Context: an optimization exercise on an open-source flow, tuned for small area. The choices shown serve that exercise and are no tape-out recipe. The RTL was checked by simulation tests, not by an equivalence proof against the original design. Power and IR drop assume default switching activity.

--- design/flow/config.mk ---
export PLATFORM = sky130hd
export DESIGN_NAME = rhythm_video_top
export DESIGN_NICKNAME = rhythm_video_top
export VERILOG_FILES = /design/flow/design.v
export SDC_FILE = /design/flow/constraint.sdc
export NUM_CORES = 4
export LEC_CHECK = 0
export CAP_MARGIN = 20
export CORE_MARGIN = 2
export CORE_UTILIZATION = 40
export SLEW_MARGIN = 20
--- design/flow/constraint.sdc ---
create_clock -name core_clock -period 15.0 [get_ports {clock_65mhz}]
set_input_delay 3.0000 -clock core_clock [delete_from_list [all_inputs] [get_ports {clock_65mhz}]]
set_output_delay 3.0000 -clock core_clock [all_outputs]
set_load 0.01 [all_outputs]
--- design/flow/design.v ---
`default_nettype none
package raster_pkg;
   typedef logic [10:0] hcount_t;
   typedef logic [9:0] vcount_t;
   typedef struct packed {
      logic [7:0] red;
      logic [7:0] green;
      logic [7:0] blue;
   } pixel_t;
   typedef enum logic [1:0] {
      mode_game,
      mode_border,
      mode_bars
   } video_mode_t;
endpackage
`default_nettype wire
`default_nettype none
package note_pkg;
   typedef logic [3:0] note_code_t;
   typedef logic [25:0] tempo_t;
   typedef logic [9:0] note_row_t;
   function automatic logic [9:0] note_row_of(input logic [3:0] code);
      logic [9:0] row;
      case (code)
         4'd1, 4'd2, 4'd13: row = 10'(144 + 74 * 6);
         4'd3, 4'd4:        row = 10'(144 + 74 * 5);
         4'd5:              row = 10'(144 + 74 * 4);
         4'd6, 4'd7:        row = 10'(144 + 74 * 3);
         4'd8, 4'd9:        row = 10'(144 + 74 * 2);
         4'd10, 4'd11:      row = 10'(144 + 74 * 1);
         4'd12:             row = 10'(144);
         default:           row = 10'(144 + 768);
      endcase
      note_row_of = row;
   endfunction
   function automatic logic [23:0] note_color_of(input logic [3:0] code);
      logic [23:0] color;
      case (code)
         4'd0:                           color = 24'h0;
         4'd2, 4'd4, 4'd7, 4'd9, 4'd11:  color = 24'h5555FF;
         4'd13:                          color = 24'h00DD00;
         default:                        color = 24'hFFFFFF;
      endcase
      note_color_of = color;
   endfunction
endpackage
`default_nettype wire
`default_nettype none
module rhythm_video_top (
   input  wire logic                    clock_65mhz,
   input  wire logic                    reset,
   input  wire logic [1:0]              mode,
   input  wire logic [63:0]             next_notes,
   input  wire logic [25:0]             tempo,
   input  wire logic                    playing_correct,
   output logic [7:0]                   vga_red,
   output logic [7:0]                   vga_green,
   output logic [7:0]                   vga_blue,
   output logic                         vga_hsync,
   output logic                         vga_vsync,
   output logic                         vga_blank_b
);
   logic [10:0] hcount;
   logic [9:0]  vcount;
   logic        h_last;
   logic        v_last;
   assign h_last = hcount[10] & hcount[8] & (&hcount[5:0]);
   assign v_last = vcount[9] & vcount[8] & vcount[5] & vcount[2] & vcount[0];
   always_ff @(posedge clock_65mhz) begin
      if (reset) begin
         hcount <= '0;
         vcount <= '0;
      end else begin
         hcount <= h_last ? '0 : hcount + 1'b1;
         if (h_last)
            vcount <= v_last ? '0 : vcount + 1'b1;
      end
   end
   logic [25:0] tempo_q;
   logic [25:0] beat_count;
   logic [19:0] move_count;
   logic [25:0] beat_next;
   logic [19:0] move_next;
   logic        beat;
   logic        move;
   assign beat_next = beat_count + 1'b1;
   assign move_next = move_count + 1'b1;
   assign beat = (beat_next == tempo_q);
   assign move = (move_next == tempo_q[25:6]);
   always_ff @(posedge clock_65mhz) begin
      if (reset) begin
         tempo_q    <= tempo;
         beat_count <= '0;
         move_count <= '0;
      end else begin
         beat_count <= beat ? '0 : beat_next;
         move_count <= move ? '0 : move_next;
      end
   end
   logic [10:0] lead_x;
   logic [63:0] codes;
   logic        codes_valid;
   logic        correct_q;
   always_ff @(posedge clock_65mhz) begin
      if (reset) begin
         lead_x <= 11'(1024 - 1);
      end else if (move) begin
         lead_x <= lead_x - 1'b1;
      end else if (beat) begin
         lead_x <= 11'(72);
      end
   end
   always_ff @(posedge clock_65mhz) begin
      if (reset)
         codes_valid <= 1'b0;
      else if (beat)
         codes_valid <= 1'b1;
      if (beat)
         codes <= next_notes;
      correct_q <= playing_correct;
   end
   localparam logic [2:0] C_BLACK = 3'd0;
   localparam logic [2:0] C_STAFF = 3'd1;
   localparam logic [2:0] C_WHITE = 3'd2;
   localparam logic [2:0] C_SHARP = 3'd3;
   localparam logic [2:0] C_HIGHC = 3'd4;
   localparam logic [2:0] C_HIT   = 3'd5;
   localparam logic [2:0] C_MISS  = 3'd6;
   logic [11:0] strip_x;
   logic [3:0]  note_idx;
   logic [3:0]  code;
   logic [2:0]  code_row;
   logic [2:0]  line_row;
   logic        note_on;
   logic        staff_hit;
   logic        in_staff;
   logic        edge_hit;
   logic        blank;
   logic [2:0]  pix_class;
   assign strip_x  = {1'b0, hcount} - {1'b0, lead_x};
   assign note_idx = strip_x[9:6];
   assign code     = codes[4*note_idx +: 4];
   always_comb begin
      case (code)
         4'd1, 4'd2, 4'd13: code_row = 3'd6;
         4'd3, 4'd4:        code_row = 3'd5;
         4'd5:              code_row = 3'd4;
         4'd6, 4'd7:        code_row = 3'd3;
         4'd8, 4'd9:        code_row = 3'd2;
         4'd10, 4'd11:      code_row = 3'd1;
         4'd12:             code_row = 3'd0;
         default:           code_row = 3'd7;
      endcase
   end
   always_comb begin
      line_row = 3'd7;
      for (int r = 0; r < 7; r++) begin
         if (vcount >= 10'(144 + 74 * r) &&
             vcount < 10'(144 + 74 * r + 35))
            line_row = 3'(r);
      end
   end
   assign note_on = codes_valid && strip_x[11:10] == 2'b00 &&
                    hcount > 72 && code_row == line_row &&
                    code_row != 3'd7;
   always_comb begin
      staff_hit = 1'b0;
      for (int i = 0; i < 8; i++) begin
         if (vcount == 128 + 73 * i)
            staff_hit = 1'b1;
      end
   end
   assign in_staff = (vcount >= 128) && (vcount <= 639);
   assign edge_hit = in_staff && (hcount == 72 || hcount == 1024 - 1);
   assign blank    = hcount[10] | (vcount[9] & vcount[8]);
   always_comb begin
      if (blank)
         pix_class = C_BLACK;
      else if (edge_hit)
         pix_class = C_WHITE;
      else if (note_on) begin
         if (note_idx == 4'd0)
            pix_class = correct_q ? C_HIT : C_MISS;
         else if (code == 4'd13)
            pix_class = C_HIGHC;
         else if (code == 4'd2 || code == 4'd4 || code == 4'd7 ||
                  code == 4'd9 || code == 4'd11)
            pix_class = C_SHARP;
         else
            pix_class = C_WHITE;
      end else if (staff_hit && hcount >= 72)
         pix_class = C_STAFF;
      else
         pix_class = C_BLACK;
   end
   logic [2:0] class_q;
   logic       border_q;
   logic [2:0] bars_q;
   logic       vsync_q;
   logic       blank_q;
   always_ff @(posedge clock_65mhz) begin
      class_q  <= pix_class;
      border_q <= (hcount == 0) || (hcount == 1024 - 1) ||
                  (vcount == 0) || (vcount == 768 - 1);
      bars_q   <= hcount[8:6];
      vsync_q  <= !(vcount >= 777 && vcount < 783);
      blank_q  <= blank;
   end
   logic [7:0] game_cols;
   logic [7:0] cols;
   logic [7:0] cols_q;
   always_comb begin
      case (class_q)
         C_STAFF: game_cols = 8'b10_1010_10;
         C_WHITE: game_cols = 8'b11_1111_11;
         C_SHARP: game_cols = 8'b01_0101_11;
         C_HIGHC: game_cols = 8'b00_1101_00;
         C_HIT:   game_cols = 8'b11_1111_00;
         C_MISS:  game_cols = 8'b11_0100_00;
         default: game_cols = 8'b00_0000_00;
      endcase
      case (mode)
         2'd1:    cols = {8{border_q}};
         2'd2:    cols = {{2{bars_q[2]}}, {4{bars_q[1]}}, {2{bars_q[0]}}};
         default: cols = game_cols;
      endcase
   end
   logic hsync_q;
   logic vsync_o;
   logic blank_b_q;
   always_ff @(posedge clock_65mhz) begin
      if (reset) begin
         cols_q    <= '0;
         hsync_q   <= 1'b1;
         vsync_o   <= 1'b1;
         blank_b_q <= 1'b0;
      end else begin
         cols_q    <= cols;
         hsync_q   <= !(hcount > 1048 && hcount <= 1184);
         vsync_o   <= vsync_q;
         blank_b_q <= !blank_q;
      end
   end
   assign vga_red     = {4{cols_q[7], cols_q[6]}};
   assign vga_green   = {cols_q[5], cols_q[4], cols_q[3], cols_q[2],
                         cols_q[5], cols_q[4], cols_q[3], cols_q[4]};
   assign vga_blue    = {4{cols_q[1], cols_q[0]}};
   assign vga_hsync   = hsync_q;
   assign vga_vsync   = vsync_o;
   assign vga_blank_b = blank_b_q;
endmodule
`default_nettype wire
--- design/flow/run.sh ---
#!/bin/bash
# synth_recipe.tcl (not shown) runs the flow's synth.tcl, then flattens the netlist and writes it again
# the make line also repeats each setting of config.mk as NAME=value (left out here)
make -C /OpenROAD-flow-scripts/flow DESIGN_CONFIG=/design/flow/config.mk WORK_HOME=/design/flow/orfs CLKGATE_MAP_FILE= SYNTH_SCRIPT=/design/flow/synth_recipe.tcl finish
==> run notes <==
-- final cells by class --
type	instances	share of cell area [%]
sequential	190	41.71
tap	313	3.472
inverter	39	1.298
timing repair buffer	124	10.89
multi-input combinational	587	37.34
clock inverter	13	1.364
clock buffer	19	3.927
-- through the flow --
stage                     utilization, %  cells  power [mW]  setup slack, ns  hold WS, ns
after floorplan                        -    863      0.5983            10.72       0.3540
after global placement             46.90   1253      0.6357            10.14       0.3726
after detailed placement           46.90   1253      0.6361            10.03       0.3781
after CTS                          49.52   1285       1.090            10.47       0.3887
after global routing               49.52   1285       1.119            10.23       0.3991
final                              49.52   1285       1.077            10.54       0.3840
-- power by group through the flow --
stage                     clock (mW)  combinational [mW]  sequential (mW)
final                          0.454              0.0626            0.561
after global routing           0.488              0.0688            0.562
after CTS                      0.466              0.0635            0.561
after detailed placement           0              0.0631            0.573
after global placement             0              0.0628            0.573
after floorplan                    0              0.0276            0.571
-- logic make-up (layout without fill, tap and decap cells) --
group / Yosys count / after routing / share of synthesized area, %
and+or+nand+nor: 315 / 315 / 17.06
DFF: 190 / 190 / 50.38
xor gates and xnor gates: 109 / 109 / 10.66
AOI/OAI and AO/OA: 97 / 97 / 7.128
buffers and inverters: 86 / 195 / 4.528
muxes: 38 / 38 / 6.498
adders and majority gates: 28 / 28 / 3.751
-- worst max-delay path: stages --
cell and delay (ns):
buf_2 0.07, buf_4 0.46, inv_1 0.46, a21oi_1 0.61
nor3_1 0.12
-- routing by layer --
layer | part of all wire [%] | wire [um]
met1 | 47 | 9025
met2 | 48 | 9121
met3 | 4.3 | 824
met4 | 1.1 | 208
met5 | 0 | 0
-- registers in the layout, summed over array words and instances (netlist names), 3 cells and up --
signal	count
codes	64
beat_count	26
tempo_q	26
move_count	20
hcount	11
lead_x	11
vcount	10
cols_q	8
bars_q	3
class_q	3
-- layout by cell type, fill, tap and decap left out, types with 3 or more instances in the layout --
master,Yosys,final
a21oi_1,34,34
o21ai_1,7,7
dfxtp_1,100,100
or3_1,3,3
clkinv_8,0,3
nand3_1,35,35
clkinv_4,0,3
mux2i_1,18,18
nand2_1,60,60
a21o_1,4,4
edfxtp_1,90,90
inv_1,38,37
a21oi_2,3,3
nor2b_1,8,8
nor3_1,20,20
o21ai_0,16,16
xor2_1,70,70
mux4_1,5,5
inv_6,0,3
and4_1,9,9
nand2b_1,3,3
nor3b_1,3,3
mux4_2,9,9
ha_1,28,28
clkdlybuf4s50_1,0,120
mux2_2,3,3
or4_1,4,4
xnor2_1,35,35
nand4_1,21,21
o211ai_1,3,3
o311ai_1,5,5
buf_4,19,3
nor2_1,106,106
and3_1,11,11
xnor2_2,3,3
nor4_1,9,9
clkbuf_16,0,17
-- worst min path at each step --
| stage | from | end | depth (start not counted) |
|---|---|---|---|
| 6_report | blank_q$_DFF_P_ | blank_b_q$_SDFF_PP0_ | 1 |
| 5_1_grt | blank_q$_DFF_P_ | blank_b_q$_SDFF_PP0_ | 1 |
| 4_1_cts | blank_q$_DFF_P_ | blank_b_q$_SDFF_PP0_ | 1 |
| 3_5_place_dp | blank_q$_DFF_P_ | blank_b_q$_SDFF_PP0_ | 1 |
| 3_3_place_gp | blank_q$_DFF_P_ | blank_b_q$_SDFF_PP0_ | 1 |
| 2_1_floorplan | hcount[6]$_SDFF_PP0_ | bars_q[0]$_DFF_P_ | 0 |
==> flow_summary.rst <==
.. list-table::
   :header-rows: 1

   * - Metric
     - Value
   * - Num CTS Buffers
     - 17
   * - FF-to-FF setup slack
     - approximately 11 ns
   * - Std cell rows
     - 55
   * - Top achievable clock speed
     - approximately 220 MHz
   * - Cell Area, Synth
     - roughly 0.0093 mm^2
   * - WP data required
     - roughly 15 ns
   * - Worst setup path startpoint
     - reset
   * - Final WL
     - ~19000 um
   * - Leak
     - slightly below 4 nW
   * - Number of nets at the end of the flow
     - 1082
   * - Maximum clock path buffer count
     - 2
   * - Routed wirelength normalized by instance count
     - roughly 15 um
   * - Number of enable-type register cells in the synthesized netlist
     - 90
   * - Core footprint
     - 0.02278 mm^2
   * - Switching power
     - 0.2449 mW
   * - Number of I/O port buffers
     - 121
   * - Clock tree from TritonCTS
     - done
   * - Routing usage on met1
     - 21.48%
   * - Layout cell share with drive strength beyond 1
     - 8.333%
   * - Max-cap violations
     - 0
   * - Final setup TNS
     - 0 ns
   * - Synthesis-stage register bit count
     - 190
   * - Finished layout cell area
     - 0.01128 mm^2
   * - Clock power share
     - 42.1%
   * - Top cells by area, synth
     - edfxtp_1, dfxtp_1, xor2_1
   * - Seq. cell area
     - 0.004705 mm^2
   * - Worst reg2reg path endpoint
     - class_q[0]$_SDFF_PP0_
   * - Launch instance of the worst register-to-register path
     - hcount[2]$_SDFF_PP0_
   * - Switching share of power
     - 22.74%
   * - Clk slew on worst S/H paths
     - 0.07 ns
   * - Count of final setup violators
     - 0
   * - Post-synth top flop
     - dfxtp_1
   * - Global-route wire length before repair
     - 31520 um
   * - Internal power component
     - about 0.83 mW
   * - Startpoint-to-endpoint class of the critical path
     - in2reg
   * - Global route overflow
     - 0
   * - Number of cells on the worst reg-to-reg path
     - 14
   * - Avg Synthesized Cell Area
     - 10.82 um^2
   * - Worst Setup Start Kind
     - input port
   * - Detailed-placement wirelength estimate
     - 13860 um
   * - Area of the multi-input gates
     - roughly 0.0042 mm^2
   * - Outcome
     - finished clean
   * - Detailed Routing Iterations Pass 1
     - 5
   * - Power density over the cells
     - approximately 95 mW/mm^2
   * - Synth area leader
     - edfxtp_1
   * - Largest net degree at the start of global routing
     - 65
   * - Final critical-path required period
     - about 4.5 ns
   * - Peak-usage layer in the global routing report
     - met2
   * - Ant diodes
     - 0
   * - Count of different cell masters after synthesis
     - 78
   * - Skew-Pair Late Insertion Delay
     - 0.43 ns
   * - Met2 usage in global routing
     - 27.07%
   * - Area share of the largest cell type after synthesis
     - between 20% and 30%
   * - Mean number of vias per cell
     - 5.011
   * - Number of antenna violations at the first check in global routing
     - 0
   * - Via Count
     - 6439
   * - Post-CTS Setup Repair Bufs
     - 0
   * - Data arrival at the endpoint of the critical path
     - about 4.8 ns
   * - Transition time at the pin with the least slew margin
     - 0.9230 ns
   * - Area growth from synthesis to layout
     - 20.78%
   * - Met3 track demand over resource
     - 3.545%
   * - Floorplan die area
     - 0.02459 mm^2
   * - Via count of the first global-routing pass
     - 6206
   * - Hold Path Class
     - reg2reg
   * - Capture point of the critical path
     - vcount[8]$_SDFFE_PP0P_
   * - Most instantiated cells after synthesis
     - nor2_1, dfxtp_1, edfxtp_1
   * - Crit path capture type
     - register
   * - Critical path peak fanout
     - between 40 and 50
   * - Clock tree skew after final layout
     - 0.01141 ns
   * - Most common cell in the netlist
     - nor2_1
   * - Weighted congestion reported at the end of routability-driven placement
     - 0.8392
   * - Fin. Hold Viols
     - 0
   * - Gate Count Post-Synth
     - ~860
   * - Residual DRC count
     - 0
   * - Headroom to the max-slew limit
     - 38.33%
   * - Part of the power in combinational logic
     - roughly 5.8%
   * - Register area share after synthesis
     - about 50%
   * - Synthesized netlist net count
     - 986
   * - # hold bufs at CTS
     - 0
   * - Sinks on Clock Net
     - between 150 and 200
   * - Sequential Power Share
     - a little over half
   * - Starting DRC count in detailed routing
     - roughly 350
   * - Filler Cell Count
     - 2066
   * - Unrepaired setup endpoints after global routing
     - no
   * - Die height
     - 156.8 um
   * - Final worst-path cycle share
     - 29.72%
   * - Max-slew violations
     - 0
   * - H-tree levels
     - 4
   * - Overall die width
     - 156.8 um
   * - Async set-or-reset flop fraction in the synthesized netlist
     - 0%
   * - Clk Tree Root Cell
     - clkbuf_16
   * - CTS-repair resized insts
     - 0
   * - Area after DPL
     - 0.01068 mm^2
   * - Gr usage total
     - roughly 16%
   * - Count of warnings emitted by yosys
     - 1
   * - Initial cell density of the core
     - 41.00%
   * - IO Count
     - between 100 and 150
   * - Worst-case vdd ir drop
     - approximately 66 uV
   * - Antenna viol nets, final
     - 0

-- what the ideal ports hide --
In the flow no input, the clock included, has a driving cell. The finished layout below was timed again as built, in two steps.
Step 1 (the two cells are an assumption about what drives the block):
set clk [get_ports {clock_65mhz}]
set_driving_cell -lib_cell sky130_fd_sc_hd__clkbuf_16 $clk
set_driving_cell -lib_cell sky130_fd_sc_hd__buf_2 [delete_from_list [all_inputs] $clk]
Step 2, shift: input delay + t, output delay - t, t = (earliest + latest rising clock arrival at the registers) / 2. This alone moves slack from input paths to output paths.
Three values: ideal, step 1, step 2; two values: the first two.
t, ns: 0.473
setup WS [ns]: 10.543 / 10.571 / 10.098
worst setup path after step 2: input to register
worst register clock-pin slew, ns: 0.08 / 0.08
cell pins on the clock port's net: 1
After both steps setup and hold are still met in this run. For this run, drivers alone change the setup slack by +0.028 ns; drivers and shift together by -0.445 ns.
